This is an optimization exercise on Yosys and OpenROAD, whose aim is small area, not a production implementation. At most, simulation tests tie the RTL to the original design; equivalence was not proved.

==> v35 <==
## fft64_frame_feeder
module fft64_frame_feeder #(
   parameter int WIDTH = 11,
   parameter int GAP   = 0
) (
   input  logic             CLK,
   input  logic             RST,
   input  logic             valid_i,
   output logic             ready_o,
   input  logic [WIDTH-1:0] dr,
   input  logic [WIDTH-1:0] di,
   output logic             valid_o,
   output logic [WIDTH-1:0] xr,
   output logic [WIDTH-1:0] xi,
   output logic             frame_o
);
==> module fft64_feeder_row, before the edit <==
module fft64_feeder_row #(
   parameter int W = 22
) (
   input  logic [W-1:0] q,
   input  logic [W-1:0] c,
   input  logic         we,
   input  logic         we_n,
   output logic [W-1:0] d
);
   assign d = ~((q | {W{we}}) & (c | {W{we_n}}));
endmodule
==> module fft64_feeder_sel3, before the edit <==
module fft64_feeder_sel3 #(
   parameter int W = 22
) (
   input  logic [W-1:0] x0,
   input  logic [W-1:0] x1,
   input  logic [W-1:0] x2,
   input  logic         s0,
   input  logic         s1,
   input  logic         s2,
   output logic [W-1:0] y_n
);
   assign y_n = ~((x0 & {W{s0}}) | (x1 & {W{s1}}) | (x2 & {W{s2}}));
endmodule
==> module fft64_feeder_sel1, before the edit <==
module fft64_feeder_sel1 #(
   parameter int W = 22
) (
   input  logic [W-1:0] x0,
   input  logic         s0,
   output logic [W-1:0] y_n
);
   assign y_n = ~(x0 & {W{s0}});
endmodule
==> module fft64_frame_feeder, before the edit <==
module fft64_frame_feeder #(
   parameter int WIDTH = 11,
   parameter int GAP   = 0
) (
   input  logic             CLK,
   input  logic             RST,
   input  logic             valid_i,
   output logic             ready_o,
   input  logic [WIDTH-1:0] dr,
   input  logic [WIDTH-1:0] di,
   output logic             valid_o,
   output logic [WIDTH-1:0] xr,
   output logic [WIDTH-1:0] xi,
   output logic             frame_o
);
   localparam int DW = 2 * WIDTH;
   logic [DW-1:0]    r_mem [0:63];
   logic             r_burst;
   logic [1:0]       r_full;
   logic             r_wr_bank;
   logic [5:0]       r_wr_cnt;
   logic             r_rd_bank;
   logic [5:0]       r_rd_cnt;
   logic             r_valid;
   logic             r_frame;
   logic [DW-1:0]    r_x;
   logic             r_par;
   logic             r_pend;
   logic [DW-1:0]    r_pend_d;
   logic             w_ready;
   logic             w_wr_en;
   logic             w_rd_last;
   logic [1:0]       w_full_set;
   logic [1:0]       w_full_clr;
   logic [5:0]       w_pend_idx;
   logic [63:0]      w_we;
   logic [63:0]      w_sel;
   logic [DW-1:0]    w_mem_d [0:63];
   logic [DW-1:0]    w_grp_n [0:21];
   logic [DW-1:0]    w_rd;
   assign w_ready    = !RST && !r_full[r_wr_bank];
   assign w_wr_en    = valid_i && w_ready;
   assign w_rd_last  = r_burst && (r_rd_cnt == 6'd63);
   assign w_full_set = (w_wr_en && r_wr_cnt == 6'd63) ? (2'b01 << r_wr_bank) : 2'b00;
   assign w_full_clr = w_rd_last ? (2'b01 << r_rd_bank) : 2'b00;
   assign w_pend_idx = r_wr_cnt - 6'd1;
   always_ff @(posedge CLK) r_par <= RST ? 1'b0 : ~r_par;
   always_ff @(posedge CLK) begin
      r_pend   <= w_wr_en;
      r_pend_d <= {dr, di} ^ {DW{~r_par}};
   end
   always_comb
      for (int i = 0; i < 64; i++) begin
         w_we[i]  = r_pend && (w_pend_idx == 6'(i));
         w_sel[i] = (r_rd_cnt == 6'(i));
      end
   for (genvar i = 0; i < 64; i++) begin : g_row
      fft64_feeder_row #(.W(DW)) u_row (
         .q(r_mem[i]), .c(r_pend_d), .we(w_we[i]), .we_n(!w_we[i]), .d(w_mem_d[i]));
      always_ff @(posedge CLK) r_mem[i] <= w_mem_d[i];
   end
   for (genvar g = 0; g < 21; g++) begin : g_sel3
      fft64_feeder_sel3 #(.W(DW)) u_sel (
         .x0(r_mem[3*g]), .x1(r_mem[3*g+1]), .x2(r_mem[3*g+2]),
         .s0(w_sel[3*g]), .s1(w_sel[3*g+1]), .s2(w_sel[3*g+2]), .y_n(w_grp_n[g]));
   end
   fft64_feeder_sel1 #(.W(DW)) u_sel1 (.x0(r_mem[63]), .s0(w_sel[63]), .y_n(w_grp_n[21]));
   always_comb begin
      w_rd = '0;
      for (int g = 0; g < 22; g++) w_rd = w_rd | ~w_grp_n[g];
   end
   always_ff @(posedge CLK) begin
      if (RST) r_x <= '0;
      else     r_x <= w_rd ^ {DW{r_par}};
   end
   always_ff @(posedge CLK) begin
      if (RST) begin
         r_burst   <= 1'b0;
         r_full    <= 2'b00;
         r_wr_bank <= 1'b0;
         r_wr_cnt  <= 6'd0;
         r_rd_bank <= 1'b0;
         r_rd_cnt  <= 6'd0;
         r_valid   <= 1'b0;
         r_frame   <= 1'b0;
      end else begin
         r_full <= (r_full & ~w_full_clr) | w_full_set;
         if (w_wr_en) begin
            r_wr_cnt <= r_wr_cnt + 6'd1;
            if (r_wr_cnt == 6'd63) r_wr_bank <= ~r_wr_bank;
         end
         r_valid <= r_burst;
         r_frame <= r_burst && (r_rd_cnt == 6'd0);
         if (!r_burst) begin
            if (r_full[r_rd_bank]) r_burst <= 1'b1;
         end else begin
            r_rd_cnt <= r_rd_cnt + 6'd1;
            if (r_rd_cnt == 6'd63) begin
               r_rd_bank <= ~r_rd_bank;
               r_burst   <= r_full[~r_rd_bank];
            end
         end
      end
   end
   assign ready_o = w_ready;
   assign valid_o = r_valid;
   assign frame_o = r_frame;
   assign xr      = r_x[DW-1:WIDTH];
   assign xi      = r_x[WIDTH-1:0];
endmodule
==> flow/config.mk <==
export PLATFORM = sky130hd
export DESIGN_NAME = fft64_frame_feeder
export DESIGN_NICKNAME = fft64_frame_feeder
export VERILOG_FILES = /design/flow/design.v
export SDC_FILE = /design/flow/constraint.sdc
export NUM_CORES = 4
export LEC_CHECK = 0
export CAP_MARGIN = 20
export CORE_MARGIN = 2
export CORE_UTILIZATION = 65
export CTS_BUF_LIST = sky130_fd_sc_hd__clkbuf_8
export CTS_CLUSTER_DIAMETER = 60
export CTS_CLUSTER_SIZE = 17
export SLEW_MARGIN = 20
export SYNTH_HIERARCHICAL = 1
==> flow/constraint.sdc <==
create_clock -name core_clock -period 6.0 [get_ports {CLK}]
set_input_delay 1.2000 -clock core_clock [delete_from_list [all_inputs] [get_ports {CLK}]]
set_output_delay 1.2000 -clock core_clock [all_outputs]
set_load 0.01 [all_outputs]
run.sh (not shown) runs the stock make flow with config.mk's settings and CLKGATE_MAP_FILE= SYNTH_SCRIPT=/design/flow/synth_recipe.tcl, a recipe that flattens the netlist after the stock synthesis.
==> v32 (differences from v35) <==
--- a/flow/design.v
+++ b/flow/design.v
@@ -1,34 +1 @@
-module fft64_feeder_row #(
-   parameter int W = 22
-) (
-   input  logic [W-1:0] q,
-   input  logic [W-1:0] c,
-   input  logic         we,
-   input  logic         we_n,
-   output logic [W-1:0] d
-);
-   assign d = ~((q | {W{we}}) & (c | {W{we_n}}));
-endmodule
-module fft64_feeder_sel3 #(
-   parameter int W = 22
-) (
-   input  logic [W-1:0] x0,
-   input  logic [W-1:0] x1,
-   input  logic [W-1:0] x2,
-   input  logic         s0,
-   input  logic         s1,
-   input  logic         s2,
-   output logic [W-1:0] y_n
-);
-   assign y_n = ~((x0 & {W{s0}}) | (x1 & {W{s1}}) | (x2 & {W{s2}}));
-endmodule
-module fft64_feeder_sel1 #(
-   parameter int W = 22
-) (
-   input  logic [W-1:0] x0,
-   input  logic         s0,
-   output logic [W-1:0] y_n
-);
-   assign y_n = ~(x0 & {W{s0}});
-endmodule
 module fft64_frame_feeder #(
@@ -59,3 +26,2 @@
    logic [DW-1:0]    r_x;
-   logic             r_par;
    logic             r_pend;
@@ -68,7 +34,2 @@
    logic [5:0]       w_pend_idx;
-   logic [63:0]      w_we;
-   logic [63:0]      w_sel;
-   logic [DW-1:0]    w_mem_d [0:63];
-   logic [DW-1:0]    w_grp_n [0:21];
-   logic [DW-1:0]    w_rd;
    assign w_ready    = !RST && !r_full[r_wr_bank];
@@ -79,26 +40,6 @@
    assign w_pend_idx = r_wr_cnt - 6'd1;
-   always_ff @(posedge CLK) r_par <= RST ? 1'b0 : ~r_par;
    always_ff @(posedge CLK) begin
       r_pend   <= w_wr_en;
-      r_pend_d <= {dr, di} ^ {DW{~r_par}};
-   end
-   always_comb
-      for (int i = 0; i < 64; i++) begin
-         w_we[i]  = r_pend && (w_pend_idx == 6'(i));
-         w_sel[i] = (r_rd_cnt == 6'(i));
-      end
-   for (genvar i = 0; i < 64; i++) begin : g_row
-      fft64_feeder_row #(.W(DW)) u_row (
-         .q(r_mem[i]), .c(r_pend_d), .we(w_we[i]), .we_n(!w_we[i]), .d(w_mem_d[i]));
-      always_ff @(posedge CLK) r_mem[i] <= w_mem_d[i];
-   end
-   for (genvar g = 0; g < 21; g++) begin : g_sel3
-      fft64_feeder_sel3 #(.W(DW)) u_sel (
-         .x0(r_mem[3*g]), .x1(r_mem[3*g+1]), .x2(r_mem[3*g+2]),
-         .s0(w_sel[3*g]), .s1(w_sel[3*g+1]), .s2(w_sel[3*g+2]), .y_n(w_grp_n[g]));
-   end
-   fft64_feeder_sel1 #(.W(DW)) u_sel1 (.x0(r_mem[63]), .s0(w_sel[63]), .y_n(w_grp_n[21]));
-   always_comb begin
-      w_rd = '0;
-      for (int g = 0; g < 22; g++) w_rd = w_rd | ~w_grp_n[g];
+      r_pend_d <= {dr, di};
+      if (r_pend) r_mem[w_pend_idx] <= r_pend_d;
    end
@@ -106,3 +47,3 @@
       if (RST) r_x <= '0;
-      else     r_x <= w_rd ^ {DW{r_par}};
+      else     r_x <= r_mem[r_rd_cnt];
    end
Settings changed: CORE_UTILIZATION 65 to 40, CTS_BUF_LIST sky130_fd_sc_hd__clkbuf_8 to not set, CTS_CLUSTER_DIAMETER 60 to not set, CTS_CLUSTER_SIZE 17 to not set, SYNTH_HIERARCHICAL 1 to not set.
==> v20 (differences from v35) <==
==> flow/design.v (replaced) <==
module fft64_frame_feeder #(
   parameter int WIDTH = 11,
   parameter int GAP   = 0
) (
   input  logic             CLK,
   input  logic             RST,
   input  logic             valid_i,
   output logic             ready_o,
   input  logic [WIDTH-1:0] dr,
   input  logic [WIDTH-1:0] di,
   output logic             valid_o,
   output logic [WIDTH-1:0] xr,
   output logic [WIDTH-1:0] xi,
   output logic             frame_o
);
   typedef enum logic [1:0] {S_IDLE, S_BURST, S_GAP} state_t;
   localparam logic [7:0] GAP_LAST = 8'((GAP > 1) ? GAP - 1 : 1);
   logic [WIDTH-1:0] r_mem_r [0:127];
   logic [WIDTH-1:0] r_mem_i [0:127];
   state_t           r_state;
   logic [1:0]       r_full;
   logic             r_wr_bank;
   logic [5:0]       r_wr_cnt;
   logic             r_rd_bank;
   logic [5:0]       r_rd_cnt;
   logic [7:0]       r_gap_cnt;
   logic             r_valid;
   logic             r_frame;
   logic [WIDTH-1:0] r_xr;
   logic [WIDTH-1:0] r_xi;
   logic             w_ready;
   logic             w_wr_en;
   logic             w_wr_last;
   logic             w_rd_last;
   logic [1:0]       w_full_set;
   logic [1:0]       w_full_clr;
   logic [5:0]       w_rd_idx;
   logic [6:0]       w_rd_addr;
   assign w_ready    = !RST && !r_full[r_wr_bank];
   assign w_wr_en    = valid_i && w_ready;
   assign w_wr_last  = w_wr_en && (r_wr_cnt == 6'd63);
   assign w_rd_last  = (r_state == S_BURST) && (r_rd_cnt == 6'd63);
   assign w_full_set = w_wr_last ? (2'b01 << r_wr_bank) : 2'b00;
   assign w_full_clr = w_rd_last ? (2'b01 << r_rd_bank) : 2'b00;
   always_comb begin
      w_rd_idx = r_rd_cnt;
   end
   assign w_rd_addr = {r_rd_bank, w_rd_idx};
   always_ff @(posedge CLK) begin
      if (w_wr_en) begin
         r_mem_r[{r_wr_bank, r_wr_cnt}] <= dr;
         r_mem_i[{r_wr_bank, r_wr_cnt}] <= di;
      end
   end
   always_ff @(posedge CLK) begin
      if (RST) begin
         r_state   <= S_IDLE;
         r_full    <= 2'b00;
         r_wr_bank <= 1'b0;
         r_wr_cnt  <= 6'd0;
         r_rd_bank <= 1'b0;
         r_rd_cnt  <= 6'd0;
         r_gap_cnt <= 8'd0;
         r_valid   <= 1'b0;
         r_frame   <= 1'b0;
         r_xr      <= '0;
         r_xi      <= '0;
      end else begin
         r_full <= (r_full & ~w_full_clr) | w_full_set;
         if (w_wr_en) begin
            r_wr_cnt <= r_wr_cnt + 6'd1;
            if (r_wr_cnt == 6'd63) r_wr_bank <= ~r_wr_bank;
         end
         r_valid <= 1'b0;
         r_frame <= 1'b0;
         case (r_state)
            S_IDLE: begin
               if (r_full[r_rd_bank]) begin
                  r_state  <= S_BURST;
                  r_rd_cnt <= 6'd0;
               end
            end
            S_BURST: begin
               r_valid  <= 1'b1;
               r_frame  <= (r_rd_cnt == 6'd0);
               r_xr     <= r_mem_r[w_rd_addr];
               r_xi     <= r_mem_i[w_rd_addr];
               r_rd_cnt <= r_rd_cnt + 6'd1;
               if (r_rd_cnt == 6'd63) begin
                  r_rd_bank <= ~r_rd_bank;
                  if (GAP > 0) begin
                     r_state   <= S_GAP;
                     r_gap_cnt <= 8'd1;
                  end else if (r_full[~r_rd_bank]) begin
                     r_state <= S_BURST;
                  end else begin
                     r_state <= S_IDLE;
                  end
               end
            end
            S_GAP: begin
               if (r_gap_cnt == GAP_LAST) r_state <= S_IDLE;
               else                       r_gap_cnt <= r_gap_cnt + 8'd1;
            end
            default: r_state <= S_IDLE;
         endcase
      end
   end
   assign ready_o = w_ready;
   assign valid_o = r_valid;
   assign frame_o = r_frame;
   assign xr      = r_xr;
   assign xi      = r_xi;
endmodule
Settings changed: CORE_UTILIZATION 65 to 40, CTS_BUF_LIST sky130_fd_sc_hd__clkbuf_8 to not set, CTS_CLUSTER_DIAMETER 60 to not set, CTS_CLUSTER_SIZE 17 to not set, SYNTH_HIERARCHICAL 1 to not set.
==> v36 (differences from v35) <==
--- a/flow/design.v
+++ b/flow/design.v
@@ -24,3 +24,3 @@
 endmodule
-module fft64_feeder_sel1 #(
+module fft64_feeder_sel2 #(
    parameter int W = 22
@@ -28,6 +28,8 @@
    input  logic [W-1:0] x0,
+   input  logic [W-1:0] x1,
    input  logic         s0,
+   input  logic         s1,
    output logic [W-1:0] y_n
 );
-   assign y_n = ~(x0 & {W{s0}});
+   assign y_n = ~((x0 & {W{s0}}) | (x1 & {W{s1}}));
 endmodule
@@ -94,3 +96,3 @@
    end
-   for (genvar g = 0; g < 21; g++) begin : g_sel3
+   for (genvar g = 0; g < 20; g++) begin : g_sel3
       fft64_feeder_sel3 #(.W(DW)) u_sel (
@@ -99,3 +101,7 @@
    end
-   fft64_feeder_sel1 #(.W(DW)) u_sel1 (.x0(r_mem[63]), .s0(w_sel[63]), .y_n(w_grp_n[21]));
+   for (genvar g = 0; g < 2; g++) begin : g_sel2
+      fft64_feeder_sel2 #(.W(DW)) u_sel (
+         .x0(r_mem[60+2*g]), .x1(r_mem[61+2*g]),
+         .s0(w_sel[60+2*g]), .s1(w_sel[61+2*g]), .y_n(w_grp_n[20+g]));
+   end
    always_comb begin
Settings changed: CORE_UTILIZATION 65 to 40, CTS_BUF_LIST sky130_fd_sc_hd__clkbuf_8 to not set, CTS_CLUSTER_DIAMETER 60 to not set, CTS_CLUSTER_SIZE 17 to not set.
==> impl_metrics.toml <==
[outcome]
status = "timing/DRC/antenna clean"

[synth]
syn_area_sq_um = 49930

[placed_design]
globalplace.congestion = 1.011

[min_path]
hold_depth = 1

[global_routing]
use_met2_pct = 63.76
-- figures above: v35

==> impl_metrics.toml <==
[min_path]
hold_depth = 2

[synth]
seq_area_frac_synth_pct = 77.00

[setup_path]
crit_fanout = 9

[outcome]
status = "timing/DRC/antenna clean"

[global_routing]
globalRouteMet3Util_pct = 4.261

[placed_design]
globalplace.congestion = 0.9072
-- figures above: v20

==> impl_metrics.toml <==
[outcome]
status = "timing/DRC/antenna clean"

[synth]
synthTopCellsByCount = "dfxtp_1, o22ai_1, a222oi_1"

[setup_path]
worstPathRequired_ns = 6.61

[drt]
routedWlPerCell_um = 29.86

[global_routing]
use_met2_pct = 37.62

[min_path]
hold_depth = 1

[placed_design]
globalplace.congestion = 1.036

[clock_tree]
clk_path_buf_depth = 3
-- figures above: v36

==> impl_metrics.toml <==
[outcome]
status = "timing/DRC/antenna clean"

[final_layout]
mostFrequentLayoutCell = "edfxtp_1"
mostFrequentLayoutCells = "edfxtp_1, mux4_2, nand2_1"
regArea_sq_um = 43610

[min_path]
hold_depth = 2

[placed_design]
globalplace.congestion = 0.8643

[synth]
seq_area_frac_synth_pct = 77.40
syn_area_sq_um = 56280

[drt]
wl_met3_um = 12090

[sta]
max-slew-margin-rel_pct = 24.26
-- figures above: v32

Function not checked in v20: the RTL went through the layout flow alone.

==> separate check: timing with driven ports <==
The flow's constraints put no driver on any port. The routed layouts listed below were extracted and timed again, unchanged, in two steps.
Step 1 (the two cells are an assumption about what drives the block):
set clk [get_ports {CLK}]
set_driving_cell -lib_cell sky130_fd_sc_hd__clkbuf_16 $clk
set_driving_cell -lib_cell sky130_fd_sc_hd__buf_2 [delete_from_list [all_inputs] $clk]
Step 2 also shifts input and output timing later by t, the mid clock arrival at the registers, as if the neighbouring blocks saw the same clock.
Three values: no drivers, after step 1, after step 2; two values: the first two.
| run | t (ns) | setup slack, ns | worst setup path at the end |
|---|---|---|---|
| v35 | 0.861 | 1.382 / 1.382 / 1.382 | register to register |
| v32 | 0.851 | 2.395 / 2.395 / 2.395 | register to register |
| v20 | 1.006 | 1.763 / 1.666 / 1.235 | input to register |
| v36 | 0.838 | 1.641 / 1.641 / 1.641 | register to register |
After both steps setup and hold are still met in every run listed. For v20, which loses most, drivers alone change the setup slack by -0.097 ns; drivers and shift together by -0.528 ns.
